This design comes from an exercise in tuning for small area on the open sky130 flow, not from production work. Function was checked by simulation only, so behaviour that the tests miss may differ from the original. Power is estimated from default activity; no workload was simulated.

==> flow/design.v <==
package wb_register_file_pkg;
  localparam int WB_DATA_W    = 32;
  localparam int WB_SEL_W     = 5;
  localparam int WB_REG_COUNT = 32;
  localparam int WB_ZERO_IDX  = 0;
endpackage
module wb_hold_col
#(
  parameter int N = 31
) (
  input  logic [N-1:0] q_i,
  input  logic [N-1:0] hold_i,
  input  logic [N-1:0] wr_i,
  input  logic [N-1:0] d_i,
  output logic [N-1:0] d_o
);
  assign d_o = ~((q_i | wr_i) & (hold_i | d_i));
endmodule
module wb_xor2 (
  input  logic a,
  input  logic b,
  output logic y
);
  assign y = a ^ b;
endmodule
module wb_or_xor
#(
  parameter int N = 3
) (
  input  logic [N-1:0] a,
  input  logic         k,
  output logic         y
);
  assign y = (|a) ^ k;
endmodule
module wb_aoi222_x10 (
  input  logic [29:0] s_i,
  input  logic [29:0] d_i,
  output logic [9:0]  y_n
);
  for (genvar g = 0; g < 10; g++) begin : g_aoi
    assign y_n[g] = ~((s_i[3*g] & d_i[3*g]) | (s_i[3*g+1] & d_i[3*g+1]) |
                      (s_i[3*g+2] & d_i[3*g+2]));
  end
endmodule
module wb_nand
#(
  parameter int N = 4
) (
  input  logic [N-1:0] a,
  output logic         y
);
  assign y = ~&a;
endmodule
module wb_or
#(
  parameter int N = 3
) (
  input  logic [N-1:0] a,
  output logic         y
);
  assign y = |a;
endmodule
module wb_and2 (
  input  logic a,
  input  logic b,
  output logic y
);
  assign y = a & b;
endmodule
module wb_a21o (
  input  logic a,
  input  logic b,
  input  logic c,
  output logic y
);
  assign y = (a & b) | c;
endmodule
module wb_or3 (
  input  logic a,
  input  logic b,
  input  logic c,
  output logic y
);
  assign y = a | b | c;
endmodule
module wb_read_bit (
  input  logic [30:0] sel_i,
  input  logic [30:0] data_i,
  input  logic        flip_i,
  output logic        bit_o
);
  logic [9:0] g_n;
  logic       t_n;
  logic [2:0] p;
  wb_aoi222_x10 u_aoi (.s_i (sel_i[29:0]), .d_i (data_i[29:0]), .y_n (g_n));
  wb_nand #(.N(2)) u_t   (.a ({sel_i[30], data_i[30]}), .y (t_n));
  wb_nand #(.N(4)) u_p0  (.a (g_n[3:0]),                .y (p[0]));
  wb_nand #(.N(4)) u_p1  (.a (g_n[7:4]),                .y (p[1]));
  wb_nand #(.N(3)) u_p2  (.a ({t_n, g_n[9:8]}),         .y (p[2]));
  wb_or_xor #(.N(3)) u_out (.a (p), .k (flip_i), .y (bit_o));
endmodule
module wb_read_port
#(
  parameter int SEL_W     = wb_register_file_pkg::WB_SEL_W,
  parameter int REG_COUNT = wb_register_file_pkg::WB_REG_COUNT
) (
  input  logic                 clk,
  input  logic [SEL_W-1:0]     rd_sel_i,
  input  logic                 phase_i,
  output logic [REG_COUNT-2:0] onehot_o,
  output logic                 flip_o
);
  logic [SEL_W-1:0] rd_sel_q;
  logic [3:0]       sel_lo;
  logic [7:0]       sel_hi;
  always_ff @(posedge clk) begin
    rd_sel_q <= rd_sel_i;
  end
  for (genvar k = 0; k < 4; k++) begin : g_lo
    assign sel_lo[k] = (rd_sel_q[1:0] == 2'(k));
  end
  for (genvar j = 0; j < 8; j++) begin : g_hi
    assign sel_hi[j] = (rd_sel_q[4:2] == 3'(j));
  end
  assign flip_o = phase_i && (rd_sel_q != SEL_W'(wb_register_file_pkg::WB_ZERO_IDX));
  for (genvar i = 1; i < REG_COUNT; i++) begin : g_sel
    wb_and2 u_sel (.a (sel_hi[i/4]), .b (sel_lo[i%4]), .y (onehot_o[i-1]));
  end
endmodule
module wb_register_file
#(
  parameter int DATA_W    = wb_register_file_pkg::WB_DATA_W,
  parameter int SEL_W     = wb_register_file_pkg::WB_SEL_W,
  parameter int REG_COUNT = wb_register_file_pkg::WB_REG_COUNT
) (
  input  logic              clk,
  input  logic              rst,
  input  logic [DATA_W-1:0] S3_WriteData,
  input  logic [SEL_W-1:0]  S3_WriteSelect,
  input  logic              S3_WriteEnable,
  input  logic [SEL_W-1:0]  ReadSelect1,
  input  logic [SEL_W-1:0]  ReadSelect2,
  output logic [DATA_W-1:0] ReadData1,
  output logic [DATA_W-1:0] ReadData2
);
  logic [REG_COUNT-1:1]  row_wr;
  logic [REG_COUNT-1:1]  row_hold;
  logic [3:0]            wr_lo, wr_lo_n;
  logic [7:0]            wr_hi, wr_hi_n;
  logic [REG_COUNT-2:0]  sel1, sel2;
  logic                  flip1, flip2;
  logic                  phase_q;
  for (genvar k = 0; k < 4; k++) begin : g_lo
    assign wr_lo[k]   = S3_WriteEnable && (S3_WriteSelect[1:0] == 2'(k));
    assign wr_lo_n[k] = !wr_lo[k];
  end
  for (genvar j = 0; j < 8; j++) begin : g_hi
    assign wr_hi[j]   = (S3_WriteSelect[4:2] == 3'(j));
    assign wr_hi_n[j] = !wr_hi[j];
  end
  always_ff @(posedge clk) begin
    phase_q <= !(rst || phase_q);
  end
  for (genvar i = 1; i < REG_COUNT; i++) begin : g_row
    wb_a21o u_wr   (.a (wr_hi[i/4]),   .b (wr_lo[i%4]),   .c (rst), .y (row_wr[i]));
    wb_or3  u_hold (.a (wr_hi_n[i/4]), .b (wr_lo_n[i%4]), .c (rst), .y (row_hold[i]));
  end
  wb_read_port #(
    .SEL_W     (SEL_W),
    .REG_COUNT (REG_COUNT)
  ) u_read_port1 (
    .clk      (clk),
    .rd_sel_i (ReadSelect1),
    .phase_i  (phase_q),
    .onehot_o (sel1),
    .flip_o   (flip1)
  );
  wb_read_port #(
    .SEL_W     (SEL_W),
    .REG_COUNT (REG_COUNT)
  ) u_read_port2 (
    .clk      (clk),
    .rd_sel_i (ReadSelect2),
    .phase_i  (phase_q),
    .onehot_o (sel2),
    .flip_o   (flip2)
  );
  for (genvar b = 0; b < DATA_W; b++) begin : g_col
    logic [REG_COUNT-2:0] q;
    logic [REG_COUNT-2:0] d;
    logic                 wr_bit;
    wb_xor2 u_wr_bit (.a (S3_WriteData[b]), .b (phase_q), .y (wr_bit));
    wb_hold_col #(.N(REG_COUNT-1)) u_hold (
      .q_i    (q),
      .hold_i (row_hold),
      .wr_i   (row_wr),
      .d_i    ({(REG_COUNT-1){wr_bit}}),
      .d_o    (d)
    );
    always_ff @(posedge clk) begin
      q <= d;
    end
    wb_read_bit u_rd1 (.sel_i (sel1), .data_i (q), .flip_i (flip1), .bit_o (ReadData1[b]));
    wb_read_bit u_rd2 (.sel_i (sel2), .data_i (q), .flip_i (flip2), .bit_o (ReadData2[b]));
  end
endmodule
==> flow/flow/run.sh <==
#!/bin/bash
# The standard ORFS layout (standard.sh, with the standard synthesis), with
# three changes:
#  - input and output ports get sky130_fd_sc_hd__buf_1 port buffers;
#  - before global placement, flow/presize.tcl upsizes the gates that drive
#    the long row and select lines, so that they need no buffer trees, gives
#    the column and phase lines one buffer each, and uses single-strength
#    gates where synthesis chose double strength for a single load
#    (flow/postplace.tcl lets later repair touch those buffers);
#  - CTS uses clusters of up to 30 flip-flops on clkbuf_16 leaf buffers,
#    without dummy loads.
# The whole make output goes to flow_make.log; ORFS's per-step logs are under
# orfs/logs/.
set -euo pipefail
cd "$(dirname "${BASH_SOURCE[0]}")/.."
export BUFFER_PORTS_ARGS="-buffer_cell sky130_fd_sc_hd__buf_1"
export PRE_GLOBAL_PLACE_TCL="$PWD/flow/presize.tcl"
export POST_GLOBAL_PLACE_TCL="$PWD/flow/postplace.tcl"
export CTS_ARGS="-sink_clustering_enable -repair_clock_nets -buf_list sky130_fd_sc_hd__clkbuf_16 -sink_clustering_size 30 -sink_clustering_max_diameter 80 -dont_use_dummy_load"
bash standard.sh finish > flow_make.log 2>&1
==> flow/flow/postplace.tcl <==
# Clear the dont_touch that flow/presize.tcl set on its line buffers.
foreach inst [[ord::get_db_block] getInsts] {
  if {[string match presize_buf_* [$inst getName]]} {
    unset_dont_touch [get_cells [$inst getName]]
  }
}
==> flow/flow/presize.tcl <==
# Upsize the single-strength AND/OA gates that drive the register file's
# long row and select lines, instead of buffering those lines; give the
# XOR gates that drive the columns, and the phase flip-flop, one buffer.
set nsized 0
set nbuf 0
foreach net [[ord::get_db_block] getNets] {
  set iterms [$net getITerms]
  if {[llength $iterms] < 17} { continue }
  foreach it $iterms {
    if {![$it isOutputSignal]} { continue }
    set inst [$it getInst]
    set m [[$inst getMaster] getName]
    if {[regexp {^(sky130_fd_sc_hd__(and2|a21o|or3))_[01]$} $m -> base]} {
      set size [expr {$base eq "sky130_fd_sc_hd__and2" ? 4 : 2}]
      replace_cell [$inst getName] ${base}_$size
      incr nsized
    } elseif {[regexp {^sky130_fd_sc_hd__(xor2|xnor2|dfxtp)_1$} $m]} {
      # Weak drivers of a column or of the phase: buffer the whole line.
      # (dont_touch keeps global placement's remove_buffers off it; the
      # post-placement hook clears it.)
      set bname "presize_buf_$nbuf"
      set buf [insert_buffer -buffer_cell sky130_fd_sc_hd__buf_4 -net [$net getName] -buffer_name $bname]
      set_dont_touch $buf
      incr nbuf
    }
  }
}
puts "presize: upsized $nsized line drivers, buffered $nbuf lines"

# Synthesis maps some gates that drive a single flip-flop input or a single
# gate input at double strength; use single strength (repair upsizes what
# needs it).
set ndown 0
foreach inst [[ord::get_db_block] getInsts] {
  set m [[$inst getMaster] getName]
  if {[regexp {^(sky130_fd_sc_hd__(o22ai|a22oi|nor3))_2$} $m -> base]} {
    replace_cell [$inst getName] ${base}_1
    incr ndown
  }
}
puts "presize: downsized $ndown gates"
==> flow/standard.sh <==
#!/bin/bash
# synth_recipe.tcl (not shown) runs the flow's synth.tcl, then flattens the netlist and writes it again
# the make line also repeats each setting of config.mk as NAME=value (left out here)
make -C /OpenROAD-flow-scripts/flow DESIGN_CONFIG=/design/flow/config.mk WORK_HOME=/design/flow/orfs CLKGATE_MAP_FILE= SYNTH_SCRIPT=/design/flow/synth_recipe.tcl "${@:-finish}"
==> flow/config.mk <==
export PLATFORM = sky130hd
export DESIGN_NAME = wb_register_file
export DESIGN_NICKNAME = wb_register_file
export VERILOG_FILES = /design/flow/design.v
export SDC_FILE = /design/flow/constraint.sdc
export NUM_CORES = 4
export LEC_CHECK = 0
export CAP_MARGIN = 20
export CORE_MARGIN = 2
export CORE_UTILIZATION = 55
export PLACE_DENSITY = 0.75
export SLEW_MARGIN = 20
export SYNTH_HIERARCHICAL = 1
==> flow/constraint.sdc <==
create_clock -name core_clock -period 5.0 [get_ports {clk}]
set_input_delay 1.0000 -clock core_clock [delete_from_list [all_inputs] [get_ports {clk}]]
set_output_delay 1.0000 -clock core_clock [all_outputs]
set_load 0.01 [all_outputs]
==> results of run 1 <==
## cells by family after synthesis
family                 count (synthesis)  share of synthesized area
AO/OA/AOI/OAI                       1665                      0.350
XOR/XNOR                              96                     0.0229
buffers and inverters                  3                   0.000613
flip-flops                          1003                      0.546
AND/OR/NAND/NOR                      464                     0.0801
## state kept, by name, summed over array words and instances (netlist names)
register,count
u_read_port2.rd_sel_q,5
phase_q,1
g_col.q,992
u_read_port1.rd_sel_q,5
## per-module statistics from Yosys, one instance, submodules excluded, excerpt
module / copies in the design / cells / flops+latches / cell area (um^2)
wb_a21o: 31 / 1 / 0 / 7.51
wb_and2: 62 / 1 / 0 / 6.26
wb_aoi222_x10: 64 / 10 / 0 / 100
wb_or3: 31 / 1 / 0 / 6.26
wb_register_file: 1 / 1021 / 993 / 20100
wb_xor2: 32 / 1 / 0 / 8.76
## final cells by class
cell class,count,area share
timing repair buffer,153,0.0193
sequential,1003,0.507
tap,864,0.0273
clock buffer,42,0.0265
antenna,8,0.000506
multi-input combinational,2225,0.419
## cells in the final DEF (no fill, tap or decap), types with 7 or more instances in the layout
master and count:
xor2_1 30, xnor2_1 64, dfxtp_1 1003, nor3_1 67, a222oi_1 640, a21o_2 29, buf_4 38, clkbuf_16 42
nand2_1 66, and2_4 62, or3_2 31, diode_2 8, and3b_1 7, nand4_1 128, buf_1 112, nor3b_1 10
o22ai_1 992, nand3_1 66
## layer usage
metal	vias up	part of all wire	GRT usage	wire [um]
li1	15300	-	-	-
met1	18800	0.31	0.570	56300
met2	4523	0.38	0.678	68800
met3	1539	0.19	0.260	34500
met4	24	0.10	0.358	18700
met5	-	0.0036	0.0423	640
## report_power, final
part           leakage [nW]  internal (mW)  switching [mW]
Combinational          4.47          0.737            1.54
Clock                 0.518           1.52            2.49
Sequential             8.41           8.65           0.556
Total                  13.4           10.9            4.58
## path summary, 6_finish.rpt
check / start / to / cells past startpoint
worst max-delay path: u_read_port2.rd_sel_q[4] / ReadData2[12] / 7
worst min-delay path: g_col[0].q[29] / g_col[0].q[29] / 1
worst max register to register: phase_q / g_col[9].q[17] / 4
worst min register to register: g_col[0].q[29] / g_col[0].q[29] / 1
## critical path: stages, from the launching register on
cell,delay (ns)
dfxtp_1,0.45
nor3_1,0.19
and2_4,0.34
a222oi_1,0.45
nand4_1,0.57
nor3_1,0.60
xnor2_1,0.19
buf_1,0.17
## stage by stage
| stage | area, um^2 | hold slack (ns) | util | setup WS, ns | power [mW] |
|---|---|---|---|---|---|
| after detailed placement | 38400 | 0.459 | 0.583 | 1.31 | 11.4 |
| after CTS | 39500 | 0.473 | 0.599 | 0.636 | 15.2 |
| after global placement | 38400 | 0.449 | 0.583 | 1.34 | 11.3 |
| after floorplan | 36700 | 0.442 | - | 0.0936 | 10.5 |
| after global routing | 39600 | 0.484 | 0.600 | 0.372 | 15.8 |
| final | 39600 | 0.474 | 0.600 | 0.356 | 15.5 |
==> results.json, run 1 <==
{
  "netlist_area_um2": 36700,
  "fp.coreArea_um2": 66000,
  "grt_remaining_overflow": 0,
  "worstPathArrival_ns": 3.64,
  "timing.final.hold_violations": 0,
  "worst-endpoint-required_ns": 4.00,
  "post_route_minimum_period_ns": 4.64,
  "area_delta_synth_final_pct": 7.75,
  "dp.cells": 4243,
  "critical_path.startpoint_type": "flop",
  "synth-edff-count": 0,
  "chipHeight_um": 262,
  "ys_types": 24,
  "multi_input_comb_area_um2": 16600,
  "clock_tree_buf_depth": 3,
  "ys_seq_elements": 1003,
  "worstMarginPinSlew_ns": 1.33,
  "synth_area_leaders": "dfxtp_1 55%, a222oi_1 17%, o22ai_1 17%",
  "grt_start_max_net_pins": 64,
  "ctsRootBufferMaster": "clkbuf_16",
  "ys_warn_count": 8,
  "irDropWorstVdd_mv": 0.421,
  "setup_tns_ns": 0,
  "fmaxAchievable_mhz": 215,
  "clock_transition_time_at_the_flip_flop_clock_pins_of_the_worst_setup_and_hold_paths_ns": 0.11,
  "placementRows": 94,
  "nFillCells": 5339,
  "ys_top_cells_by_count": "1003 x dfxtp_1, 992 x o22ai_1, 640 x a222oi_1, 128 x nand4_1",
  "relSlewSlack": 0.114,
  "maxCapViolCount": 0,
  "grt_usage": 0.490,
  "postCtsHoldBufs": 0,
  "cts_tree": "done",
  "vias_per_cell": 9.34,
  "drc": 0,
  "design.die.area_um2": 68900,
  "cts_num_sinks": 1003,
  "num-nets-final": 3475,
  "global_route_wire_length_before_repair_um": 253000,
  "post_cts.repair.setup_buffers": 0,
  "final_cell_count_no_fill": 4295,
  "vias": 40100,
  "ys_seq_area_frac": 0.546,
  "synthMostInstantiatedCell": "dfxtp_1",
  "number_of_antenna_violations_at_the_first_check_in_global_routing": 15,
  "post-dp-hpwl_um": 99400,
  "avgRoutedWirePerCell_um": 41.7,
  "finClkSkew_ns": 0.0395,
  "wl_um": 179000,
  "cts.repair.resized": 0,
  "yosysTopAreaCellShare": 0.546,
  "io-pin-count": 114,
  "synth_largest_area_cell": "dfxtp_1",
  "syn-instance-count": 3231,
  "synthesis.area_per_instance_um2": 11.4,
  "worst_skew_pair.late_latency_ns": 0.64,
  "syn_nets": 3281,
  "cts_buffers": 42,
  "io_buffer_count": 113,
  "powerDensity_nw_per_um2": 391,
  "grt_setup_unrepaired": "false",
  "synth-main-ff-cell": "dfxtp_1",
  "outcome": "complete, no violations",
  "floorplan.initialDensity": 0.557,
  "timing.final.crit_share": 0.929,
  "kind_of_end_point_of_the_critical_path": "output pin",
  "worst-setup-path-type": "reg -> out",
  "final-setup-viol-count": 0,
  "fp.dieW_um": 262,
  "final-max-slew-violation-count": 0,
  "power.static_leakage_nw": 13.4,
  "hold_class": "reg -> reg",
  "async_set_reset_flop_share_out_of_synthesis": 0,
  "cts.htree.levels": 2,
  "final_antenna_net_count": 0,
  "drive_above_1_share": 0.0625,
  "regArea_um2": 20100,
  "drtPass1Iterations": 22,
  "crit_path_max_fanout": 32,
  "reg2reg_slack_ns": 2.41,
  "drt-initial-drc-count": 12100,
  "grt_pass1_vias": 37500
}
==> inputs of run 2 (changes only) <==
--- a/flow/config.mk
+++ b/flow/config.mk
@@ -10,3 +10,2 @@
 export CORE_UTILIZATION = 55
-export PLACE_DENSITY = 0.75
 export SLEW_MARGIN = 20
==> run 2 against run 1 <==
  * The layout now fails its checks (negative setup slack)
  * Cell count down 0.14%
  * Register-to-register slack better by 0.12 ns
  * Fmax down 7.4%
  * Synthesized cell count unchanged
  * Hold slack about the same
  * Sequential share of layout area up 0.082 points
  * Worst setup slack worse by 0.37 ns
  * Die area unchanged
  * Total power up 0.59%
  * Global-route usage up 2.9 points
  * Area after synthesis unchanged
  * Critical path depth unchanged
  * Critical endpoint is now ReadData2[10]
  * Largest cell class unchanged
  * Largest power group unchanged
  * Highest routed layer unchanged
==> results.json, run 2 <==
{
  "kind_of_end_point_of_the_critical_path": "output pin",
  "vias": 40000,
  "hold_class": "reg -> reg",
  "place_area_um2": 38400,
  "final-setup-viol-count": 1,
  "grt_usage": 0.519,
  "synth-edff-count": 0,
  "synthMostInstantiatedCell": "dfxtp_1",
  "number_of_antenna_violations_at_the_first_check_in_global_routing": 8,
  "placementRows": 94,
  "design.die.area_um2": 68900,
  "largest_registers": "g_col.q: 992 flops, u_read_port1.rd_sel_q: 5 flops, u_read_port2.rd_sel_q: 5 flops",
  "ctsRootBufferMaster": "clkbuf_16",
  "floorplan.initialDensity": 0.557,
  "reg2reg_slack_ns": 2.53,
  "largest_incremental_delay_on_the_critical_path_ns": 1.02,
  "clock_transition_time_at_the_flip_flop_clock_pins_of_the_worst_setup_and_hold_paths_ns": 0.12,
  "power.static_leakage_nw": 13.4,
  "worst-setup-path-type": "reg -> out",
  "crit_path_max_fanout": 32,
  "post_cts.repair.setup_buffers": 0,
  "grt_pass1_vias": 37300,
  "cts.repair.resized": 0,
  "finalInstanceArea_um2": 39500,
  "swShare": 0.300,
  "wl_um": 189000,
  "cts_tree": "done",
  "final_cell_count_no_fill": 4289,
  "net-switching-power_mw": 4.68,
  "drt-initial-drc-count": 10100,
  "worst_skew_pair.late_latency_ns": 0.67,
  "r2r-start": "phase_q",
  "cts.htree.levels": 2,
  "ys_top_cells_by_count": "1003 x dfxtp_1, 992 x o22ai_1, 640 x a222oi_1, 128 x nand4_1",
  "fmaxAchievable_mhz": 199,
  "irDropWorstVdd_mv": 0.318,
  "nFillCells": 5472,
  "cts_buffers": 42,
  "area_delta_synth_final_pct": 7.58,
  "ys_seq_area_frac": 0.546,
  "cpMaxStageDelayCell": "nor3_1",
  "grt_remaining_overflow": 0,
  "syn_nets": 3281,
  "clock_tree_buf_depth": 3,
  "avgRoutedWirePerCell_um": 44.1,
  "vias_per_cell": 9.32,
  "largest_register_by_flop_count": "g_col.q",
  "dp.cells": 4240,
  "synth-main-ff-cell": "dfxtp_1",
  "route.met2.wl_um": 73300,
  "final-max-slew-violation-count": 0,
  "synth_largest_area_cell": "dfxtp_1",
  "seq_power_share": 0.590,
  "crit_chain": "nor3b_1 > and2_4 > a222oi_1 > nand4_1 > nor3_1 > xnor2_1 > buf_1",
  "timing.hold.worst_endpoint": "g_col[0].q[5]",
  "post-dp-hpwl_um": 104000,
  "cell_class_contributing_the_biggest_share_of_worst_path_delay": "simple AND/OR/NAND/NOR gates",
  "ys_types": 24,
  "largest_register_ff_count": 992,
  "fp.coreArea_um2": 66000,
  "yosysTopAreaCellShare": 0.546,
  "drtPass1Iterations": 15,
  "io-pin-count": 114,
  "check.faults": "negative setup slack",
  "worstHoldPathCells": 1,
  "maxCapViolCount": 0,
  "synthesis.area_per_instance_um2": 11.4,
  "powerDensity_nw_per_um2": 394,
  "global_route_wire_length_before_repair_um": 263000,
  "netlist_area_um2": 36700,
  "multi_input_comb_area_um2": 16600,
  "p_clk_frac": 0.260,
  "async_set_reset_flop_share_out_of_synthesis": 0,
  "regArea_um2": 20100,
  "syn-instance-count": 3231,
  "rr_endpoint": "g_col[30].q[14]",
  "relSlewSlack": 0.125,
  "layout_commonest_cell": "dfxtp_1",
  "timing.final.hold_violations": 0,
  "combPwrFrac": 0.150,
  "timing.final.crit_share": 1.00,
  "fp.dieW_um": 262,
  "top_layer_used": "met5",
  "mostFrequentLayoutCells": "1003 x dfxtp_1, 992 x o22ai_1, 640 x a222oi_1",
  "dr_wl_met3_um": 35200,
  "p_int_mw": 10.9,
  "critical_path.startpoint_type": "flop",
  "postCtsHoldBufs": 0,
  "post_route_minimum_period_ns": 5.01,
  "cts_num_sinks": 1003,
  "outcome": "finished with violations",
  "io_buffer_count": 113,
  "worstSetupStartpoint": "u_read_port2.rd_sel_q[2]",
  "grt_setup_unrepaired": "false",
  "grt_start_max_net_pins": 64,
  "final_antenna_net_count": 0,
  "worstPathArrival_ns": 4.01,
  "post_route_m1_wl_um": 61300,
  "setup_slack_ns": -0.0134,
  "ys_warn_count": 8,
  "chipHeight_um": 262,
  "drc": 0,
  "worst-endpoint-required_ns": 4.00,
  "finClkSkew_ns": 0.0298,
  "worst_r2r_path_depth": 4,
  "worstPathBufferInverterCount": 1,
  "drive_above_1_share": 0.0608,
  "worstMarginPinSlew_ns": 1.31,
  "synth_area_leaders": "dfxtp_1 55%, a222oi_1 17%, o22ai_1 17%",
  "ys_seq_elements": 1003,
  "num-nets-final": 3471,
  "hold_start": "g_col[0].q[5]"
}
-- run 2: changes by cell type in the layout (fill, tap and decap cells not counted), sizes merged --
| cell | change |
|---|---|
| buf | -4 |
| diode | -2 |
-- run 2: how the worst max path moves through the flow --
stage,end,slack (ns),cells past startpoint
CTS,ReadData1[10],0.45,7
global route,ReadData2[10],0.1,7
floorplan,ReadData1[0],0.09,2
detailed placement,ReadData1[10],1.10,7
global placement,ReadData2[10],1.07,7
finish,ReadData2[10],-0.01,7
-- run 2: cell type report --
| class | count | share of cell area |
|---|---|---|
| clock buffers | 42 | 0.0266 |
| flip-flops and latches | 1003 | 0.508 |
| multi-input cells | 2225 | 0.420 |
| diodes | 6 | 0.000380 |
| repair buffers | 149 | 0.0179 |
| well taps | 864 | 0.0273 |
-- run 2: cells by family (layout without fill, tap and decap cells) --
logic type | Yosys count | count (layout) | synth area share
compound gates | 1665 | 1665 | 0.350
xor+xnor | 96 | 96 | 0.0229
buf+inv | 3 | 191 | 0.000613
flops | 1003 | 1003 | 0.546
other cells | 0 | 6 | 0
simple gates | 464 | 464 | 0.0801
-- run 2: power by group through the flow --
stage               Sequential [mW]  Combinational (mW)  Clock, mW
floorplan                      9.19                1.29          0
global placement               9.28                2.11          0
detailed placement             9.33                2.17          0
CTS                            9.15                2.17       4.01
global route                   9.25                2.34       4.29
finish                         9.19                2.33       4.05
-- run 2: modules after synthesis, one instance, submodules excluded, excerpt --
| module | flops+latches | times used | cell area [um^2] |
|---|---|---|---|
| wb_aoi222_x10 | 0 | 64 | 100 |
| wb_a21o | 0 | 31 | 7.51 |
| wb_register_file | 993 | 1 | 20100 |
| wb_or3 | 0 | 31 | 6.26 |
| wb_xor2 | 0 | 32 | 8.76 |
| wb_and2 | 0 | 62 | 6.26 |
-- run 2: through the flow --
stage / power [mW] / worst slack, ns / hold slack (ns) / setup TNS (ns) / utilization
CTS: 15.3 / 0.450 / 0.473 / 0 / 0.598
floorplan: 10.5 / 0.0936 / 0.442 / 0 / -
finish: 15.6 / -0.0134 / 0.474 / -0.0134 / 0.599
detailed placement: 11.5 / 1.10 / 0.460 / 0 / 0.582
global route: 15.9 / 0.0971 / 0.489 / 0 / 0.599
global placement: 11.4 / 1.07 / 0.449 / 0 / 0.582
-- run 2: routing by layer --
metal  global-route usage  up-vias
li1                     -    15300
met1                0.605    19000
met2                0.715     4328
met3                0.259     1297
met4                0.415       14
met5               0.0215        -

[afterwards: timing with drivers on the ports]
How much do the figures lean on ideal ports? The routed layouts below were timed once more, with nothing changed but the port constraints.
Step 1, drivers: a clkbuf_16 drives clk and a buf_2 each remaining input, both assumed.
Step 2 also shifts input and output timing later by t, the mid clock arrival at the registers, as if the neighbouring blocks saw the same clock.
Slacks: no drivers / after step 1 / after step 2; pairs: no drivers / after step 1.
| run | t (ns) | setup slack, ns | worst setup path after step 2 | latest minus earliest clock arrival (ns) | worst register clock-pin slew, ns |
|---|---|---|---|---|---|
| run 1 | 0.692 | 0.356 / 0.292 / 0.984 | register to output | 0.061 / 0.061 | 0.12 / 0.12 |
| run 2 | 0.708 | -0.013 / -0.082 / 0.625 | register to output | 0.056 / 0.057 | 0.12 / 0.12 |
